Background: an optimization exercise with open tools, aiming at small area, a short achievable clock period and few clock cycles per item. Do not read the settings as production practice.
In this exercise RTL edits were held to simulation tests only and were not proved equivalent to the original.
Power figures rest on the tool's default switching activity, not on a simulated workload.

== build 41 ==
## rx_data_handler
module rx_data_handler (
  input  logic                  clk_i,
  input  logic                  rst_i,
  input  logic                  phy_link_up_i,
  input  logic                  phy_fifo_empty_i,
  output logic                  phy_fifo_rd_en_o,
  input  logic                  data_valid_i,
  input  logic [31:0]           data_i,
  input  logic [3:0]            data_k_i,
  output logic [31:0]           m_axis_tdata_o,
  output logic [3:0]            m_axis_tkeep_o,
  output logic                  m_axis_tvalid_o,
  output logic                  m_axis_tlast_o,
  output logic [1:0]            m_axis_tuser_o,
  input  logic                  m_axis_tready_i
);
  logic [35:0] word_in;
  rx_symbol_decode i_decode (
    .data_i   (data_i),
    .data_k_i (data_k_i),
    .word_o   (word_in)
  );
  logic [35:0] w0_q, w1_q, w2_q;
  logic [1:0]  wc_q;
  logic        w0v_q;
  logic        rd_ok_q;
  logic        rd_q;
  logic [3:0]  m_q;
  logic        drop_q;
  logic        open_q;
  logic        tlp_q;
  logic [4:0]  hc_q;
  logic [3:0][7:0] acc_q;
  logic [31:0] od_q;
  logic [3:1]  ok_q;
  logic        ol_q;
  logic [1:0]  ou_q;
  logic        ov_q;
  logic            open_n, tlp_n;
  logic [4:0]      hc_n;
  logic [3:0][3:0] tgt;
  logic [3:0]      w_e, w_n;
  logic            emit;
  logic            cut;
  logic [3:0]      rem_m;
  logic [3:1]      e_keep;
  logic            e_last, e_nul, e_tlp;
  logic            quirk;
  logic [3:0]      d, f, s, g, t;
  logic [4:0]      ob, tb;
  logic [4:0][4:0] hb;
  logic [3:0]      ea, eb, em, pay, segn, prior, clash, cutb, go, first;
  logic [4:0]      stopb;
  logic [3:0][3:0] ln;
  logic [3:0]      we_all;
  always_comb begin
    for (int i = 0; i < 4; i++) begin
      d[i] = m_q[i] && !w0_q[9*i+8];
      f[i] = m_q[i] &&  w0_q[9*i+8] && w0_q[9*i+1];
      s[i] = m_q[i] &&  w0_q[9*i+8] && w0_q[9*i];
      g[i] = w0_q[9*i+2];
      t[i] = w0_q[9*i+3];
    end
    ob[0] = open_q;
    hb[0] = hc_q;
    tb[0] = tlp_q;
    for (int i = 0; i < 4; i++) begin
      pay[i]   = d[i] && ob[i];
      ea[i]    = pay[i] && hb[i][4];
      eb[i]    = f[i] && ob[i] && !hb[i][0];
      ln[i]    = ea[i] ? 4'b0001 : hb[i][3:0];
      ob[i+1]  = f[i] ? s[i] : ob[i];
      tb[i+1]  = s[i] ? t[i] : tb[i];
  ...
Size: ~910 cells after synthesis, about 200 flip-flops, about 10000 um2 of cells after synthesis.
==> flow/config.mk <==
export PLATFORM = sky130hd
export DESIGN_NAME = rx_data_handler
export DESIGN_NICKNAME = rx_data_handler
export VERILOG_FILES = /design/flow/design.v
export SDC_FILE = /design/flow/constraint.sdc
export NUM_CORES = 4
export LEC_CHECK = 0
export CAP_MARGIN = 20
export CORE_MARGIN = 2
export CORE_UTILIZATION = 40
export PLACE_DENSITY = 0.6
export SETUP_SLACK_MARGIN = 4.3
export SLEW_MARGIN = 20
==> flow/constraint.sdc <==
create_clock -name core_clock -period 8.0 [get_ports {clk_i}]
set_input_delay 1.6000 -clock core_clock [delete_from_list [all_inputs] [get_ports {clk_i}]]
set_output_delay 1.6000 -clock core_clock [all_outputs]
set_load 0.01 [all_outputs]
run.sh (not shown) runs the stock make flow with config.mk's settings and CLKGATE_MAP_FILE= SYNTH_SCRIPT=/design/flow/synth_recipe.tcl, a recipe that flattens the netlist after the stock synthesis.
Build 41 | status: complete | timing, DRC, antenna: pass
Testbench counts of build 41, summed over its fixed seeds: cycles 34,759, items 32,299.
For build 10, these inputs were changed with respect to build 41:
--- a/flow/config.mk
+++ b/flow/config.mk
@@ -6,8 +6,9 @@
 export NUM_CORES = 4
 export LEC_CHECK = 0
+export ABC_AREA = 1
 export CAP_MARGIN = 20
 export CORE_MARGIN = 2
 export CORE_UTILIZATION = 40
 export PLACE_DENSITY = 0.6
-export SETUP_SLACK_MARGIN = 4.3
+export SETUP_SLACK_MARGIN = 0
 export SLEW_MARGIN = 20
[summary]
Build 41 has lower clock group share of total power than build 10.
Of the two values seen for slowest cell on the critical path, sky130_fd_sc_hd__edfxtp_1 was produced by build 41 and sky130_fd_sc_hd__a21oi_1 by build 10.
Diff build 41 -> build 10 | basic-gate share of the synthesized area counting and, or, nand and nor cells | increase of 9.8 points
Measured against build 10, the final net count of build 41 comes out at 0.894 times the reference value.
Modified inputs, build 40 compared to build 10
--- a/flow/config.mk
+++ b/flow/config.mk
@@ -11,4 +11,4 @@
 export CORE_UTILIZATION = 40
 export PLACE_DENSITY = 0.6
-export SETUP_SLACK_MARGIN = 0
+export SETUP_SLACK_MARGIN = 4.3
 export SLEW_MARGIN = 20
==> comparison <==
- Build 40 completed every stage of the flow, and the final layout passed the timing, DRC and antenna checks.
- Sequential cell power across build 10 and build 40: no real change.
- Against build 10, number of vias after detailed routing in build 40 rose by more than 10%.
- Higher global-route usage goes to build 40 over build 10.
- Diff build 10 and build 40: wire length lower in build 10
- In the reports for build 10 and build 40, the smaller clock network power share belongs to build 40.
- Measured slew at the worst slew-check pin: build 40 vs build 10 down 150 ps
- Looking at number of buffer and inverter instances along the worst setup path across build 10 and build 40, the one that comes out lower is build 10.
- Compared with build 10, in build 40 number of buffers added on ports shows no meaningful change, area occupied by multi-input gates went up by 770 um2, setup slack moved up, power rose by 29%.
[inputs] build 68 vs build 40
--- a/flow/config.mk
+++ b/flow/config.mk
@@ -11,4 +11,4 @@
 export CORE_UTILIZATION = 40
 export PLACE_DENSITY = 0.6
-export SETUP_SLACK_MARGIN = 4.3
+export SETUP_SLACK_MARGIN = 5.0
 export SLEW_MARGIN = 20
## What came out
- Of build 68 and build 40, build 40 shows the lower internal power contribution, with build 68 above it.
- Higher power among build 68 and build 40: build 68
- Of the two candidates, build 40 has the better design area and build 68 the worse one.
- The higher layout-stage area growth over the synthesis result came out of build 68.
- Against build 40, build 68 comes in 8.4% higher on total length of routed wires.
- Diff build 40 -> build 68: leakage component of the power climbed 0.54 nW; end-of-flow core utilization climbed 5.2 points; met2 track demand over resource in global routing climbed 5.3 points; register-to-register slack dropped 90 ps; final worst setup slack dropped 94 ps.
- Sort build 68 and build 40 by relative area of non-clock buffer cells in the final design, ascending, and build 40 comes first.

## what the ideal ports hide
In the flow no input, the clock included, has a driving cell. The finished layouts below were timed again as built, in two steps. Step 1, drivers: a clkbuf_16 drives clk_i and a buf_2 each remaining input, both assumed. Step 2 times the ports against the registers' clock, not the clock port: input delays grow and output delays shrink by t, the midpoint of the rising clock arrivals with the driver on. a / b / c = ideal ports / drivers / drivers and shift; a / b = the first two.
run	t, ns	setup WS [ns]	worst setup path at the end	cell pins on the clock port's net
build 41	0.490	3.950 / 3.950 / 3.524	input to register	1
build 10	0.480	2.684 / 2.684 / 2.684	register to register	1
build 40	0.474	4.118 / 4.118 / 3.893	input to register	1
build 68	0.484	4.024 / 4.024 / 3.797	input to register	1
After both steps setup and hold are still met in every run listed. For build 41, which loses most, drivers alone change the setup slack by 0.000 ns; drivers and shift together by -0.426 ns.
